Source: an optimization exercise on an open RTL-to-GDS flow (aim: small area and a short achievable clock period). Production flows keep margins and buffers that such runs may drop.
At most, simulation tests tie the RTL to the original design; equivalence was not proved.
Power and IR drop assume default switching activity.

== trial 55 ==
==> module rounder, before the edit <==
module rounder
(
    input  wire          clk,
    input  wire          reset,
    input  wire          sign,
    input  wire  [1:0]   r_mode,
    input  wire  [52:0]  in_trunc_n,   
    input  wire          in_guard_n,   
    input  wire          in_sticky,
    input  wire  [10:0]  in_exp,       
    input  wire  [10:0]  in_exp_inc,   
    input  wire          in_denorm,
    input  wire          in_kill,
    input  wire          in_exp_ovf,
    input  wire          in_exp_top,   
    output logic [52:0]  fract_out,
    output logic [10:0]  exp_out,
    output logic         dn_out,
    output logic         ine_out,
    output logic         overflow_out,
    output logic         infinite_out
);
    logic [52:0] in_trunc;
    logic        in_guard;
    logic        inexact;
    logic        round_inc;
    logic        away;
    logic        mode_inf;
    logic        ovf_up;
    logic [52:0] fract_hold;
    logic [52:0] fract_up;
    logic [10:0] exp_hold;
    logic [10:0] exp_up;
    logic        overflow;
    logic        to_inf;
    logic [52:0] fract_next;
    logic [10:0] exp_next;
    assign in_trunc = ~in_trunc_n;
    assign in_guard = ~in_guard_n;
    assign inexact  = in_guard | in_sticky;
    assign away     = ((r_mode == 2'd2) & ~sign) | ((r_mode == 2'd3) & sign);
    assign mode_inf = (r_mode == 2'd0) | away;
    assign round_inc = ((r_mode == 2'd0) & in_guard & (in_sticky | in_trunc[0])) |
                       (away & inexact);
    logic [7*53-1:0] pre;
    logic [52:0]     all;
    always_comb
    begin
        pre[52:0] = in_trunc;
        for (int l = 1; l < 7; l++)
            for (int i = 0; i < 53; i++)
                if (((i >> (l - 1)) & 1) == 1)
                    pre[53*l + i] = pre[53*(l-1) + i] &
                                    pre[53*(l-1) + ((i >> (l - 1)) << (l - 1)) - 1];
                else
                    pre[53*l + i] = pre[53*(l-1) + i];
        all = pre[7*53-1:6*53];
    end
    assign ovf_up     = in_exp_ovf | (all[52] & in_exp_top);
    assign fract_hold = in_exp_ovf ? {53{~mode_inf}} : in_trunc;
    assign fract_up   = ovf_up ? {53{~mode_inf}} :
                        ((in_trunc ^ {all[51:0], 1'b1}) | {all[52], 52'b0});
    assign exp_hold   = in_exp_ovf ? {10'h3FF, mode_inf} : in_exp;
    assign exp_up     = ovf_up ? {10'h3FF, mode_inf} : (all[52] ? in_exp_inc : in_exp);
    assign overflow   = round_inc ? ovf_up : in_exp_ovf;
    assign to_inf     = overflow & mode_inf;
    assign fract_next = in_kill ? '0 : round_inc ? fract_up : fract_hold;
    assign exp_next   = in_kill ? 11'd1 : round_inc ? exp_up : exp_hold;
    always_ff @(posedge clk)
    begin
        if (reset)
        begin
            fract_out    <= '0;
            exp_out      <= '0;
            dn_out       <= 1'b0;
            ine_out      <= 1'b0;
            overflow_out <= 1'b0;
            infinite_out <= 1'b0;
        end
        else
        begin
            fract_out    <= fract_next;
            exp_out      <= exp_next;
            dn_out       <= in_denorm;
            ine_out      <= (inexact & ~in_kill) | overflow;
            overflow_out <= overflow;
            infinite_out <= to_inf;
        end
    end
endmodule
clock: 14.0 ns
lec_check: 0
abc_area: 0
cap_margin: 20
core_margin: 2
core_utilization: 30
slew_margin: 20
synth_hierarchical: 1
synth_minimum_keep_size: 0
tns_end_percent: 100
standard.sh (not shown) runs the stock make flow with config.mk's settings and CLKGATE_MAP_FILE= SYNTH_SCRIPT=/design/flow/synth_recipe.tcl, a recipe that flattens the netlist after the stock synthesis.
==> flow/flow/run.sh <==
#!/bin/bash
# The standard layout, with plain buf_1 cells as the port buffers instead of
# the delay cells buffer_ports picks by default. Every port still gets its
# own buffer.
set -euo pipefail
export BUFFER_PORTS_ARGS="-buffer_cell sky130_fd_sc_hd__buf_1"
export SETUP_SLACK_MARGIN=5
export SKIP_GATE_CLONING=1
bash standard.sh > standard_flow.log 2>&1
The inputs of build 30 differ from those of trial 55 as listed below.
-- flow/design.v --
<<< trial 55, line 228
    logic        inexact;
    logic        round_inc;
    logic        away;
    logic        mode_inf;
    logic        ovf_up;
    logic [52:0] fract_hold;
    logic [52:0] fract_up;
    logic [10:0] exp_hold;
    logic [10:0] exp_up;
    logic        overflow;
    logic        to_inf;
>>> build 30, line 228
    logic        inexact;
    logic        round_inc;
    logic        carry;
    logic [52:0] fract_rnd;
    logic        overflow;
    logic        to_inf;
<<< trial 55, line 242
    assign in_guard = ~in_guard_n;
    assign inexact  = in_guard | in_sticky;
    assign away     = ((r_mode == 2'd2) & ~sign) | ((r_mode == 2'd3) & sign);
    assign mode_inf = (r_mode == 2'd0) | away;
    assign round_inc = ((r_mode == 2'd0) & in_guard & (in_sticky | in_trunc[0])) |
                       (away & inexact);
    logic [7*53-1:0] pre;
    logic [52:0]     all;
>>> build 30, line 237
    assign in_guard = ~in_guard_n;
    assign inexact  = in_guard | in_sticky;
    always_comb
    begin
        case (r_mode)
            2'd0:    round_inc = in_guard & (in_sticky | in_trunc[0]);
            2'd1:    round_inc = 1'b0;
            2'd2:    round_inc = inexact & ~sign;
            default: round_inc = inexact & sign;
        endcase
    end
    logic [7*53-1:0] pre;
    logic [52:0]     all;
<<< trial 55, line 260
        all = pre[7*53-1:6*53];
    end
    assign ovf_up     = in_exp_ovf | (all[52] & in_exp_top);
    assign fract_hold = in_exp_ovf ? {53{~mode_inf}} : in_trunc;
    assign fract_up   = ovf_up ? {53{~mode_inf}} :
                        ((in_trunc ^ {all[51:0], 1'b1}) | {all[52], 52'b0});
    assign exp_hold   = in_exp_ovf ? {10'h3FF, mode_inf} : in_exp;
    assign exp_up     = ovf_up ? {10'h3FF, mode_inf} : (all[52] ? in_exp_inc : in_exp);
    assign overflow   = round_inc ? ovf_up : in_exp_ovf;
    assign to_inf     = overflow & mode_inf;
    assign fract_next = in_kill ? '0 : round_inc ? fract_up : fract_hold;
    assign exp_next   = in_kill ? 11'd1 : round_inc ? exp_up : exp_hold;
    always_ff @(posedge clk)
    begin
>>> build 30, line 260
        all = pre[7*53-1:6*53];
    end
    assign carry     = round_inc & all[52];
    assign fract_rnd = (in_trunc ^ ({53{round_inc}} & {all[51:0], 1'b1})) | {carry, 52'b0};
    assign overflow = in_exp_ovf | (carry & in_exp_top);
    assign to_inf   = overflow & ((r_mode == 2'd0) | ((r_mode == 2'd2) & ~sign) |
                                  ((r_mode == 2'd3) & sign));
    always_comb
    begin
        if (to_inf | in_kill)
            fract_next = '0;
        else if (overflow)
            fract_next = '1;
        else
            fract_next = fract_rnd;
        if (to_inf)
            exp_next = 11'h7FF;
        else if (overflow)
            exp_next = 11'h7FE;
        else if (in_kill)
            exp_next = 11'd1;
        else
            exp_next = carry ? in_exp_inc : in_exp;
    end
    always_ff @(posedge clk)
    begin
Findings:
For peak clock frequency supported by timing, build 30 and trial 55 come out practically identical.
From trial 55 to build 30 the numbers moved as follows: worst setup slack picked up an extra 13 ps; standard cell area after detailed placement dropped 5.5%; worst hold slack decreased by 77 ps relative to the old numbers; non-clock buffer count climbed 4.
Compared with trial 55, build 30 shows fraction of met1 tracks used by global routing lower by 0.52 points.
Measured against each other, build 30 and trial 55 differ in final wirelength, the lower figure coming from build 30.
Going from trial 55 to build 30, number of iterations in the first detailed-routing pass shrinks by 1.
Summary: area of the core, build 30 better than trial 55
Summary: with trial 55 as the reference, cell total after placement in build 30 moved down by a few percent.
Between build 30 and trial 55, combined buffer and inverter count along the critical path is lower for trial 55, build 30 comes in above that.
The capturing element of the worst setup path comes out u_rounder.exp_out[10]$_SDFF_PP0_ in one run and u_rounder.infinite_out$_SDFF_PP0_ in the other, namely in build 30 and trial 55 respectively.
Trial 55 has a higher power density over the cells than build 30.
Function not checked in trial 55: the RTL went through the layout flow alone.

## afterwards: timing with drivers on the ports
The flow's constraints put no driver on any port. The routed layouts listed below were extracted and timed again, unchanged, in two steps. Step 1 assumes that a clkbuf_16 drives the clock port and a buf_2 every other input. Step 2 also shifts input and output timing later by t, the mid clock arrival at the registers, as if the neighbouring blocks saw the same clock. a / b / c = ideal / step 1 / step 2; a / b = the first two.
| run | t (ns) | setup slack, ns | latest minus earliest clock arrival (ns) |
|---|---|---|---|
| trial 55 | 0.386 | 5.175 / 5.203 / 4.817 | 0.008 / 0.008 |
| build 30 | 0.375 | 5.188 / 5.214 / 4.839 | 0.006 / 0.006 |
After both steps every run listed still meets setup and hold. For trial 55, which loses most, drivers alone change the setup slack by +0.028 ns; drivers and shift together by -0.358 ns.
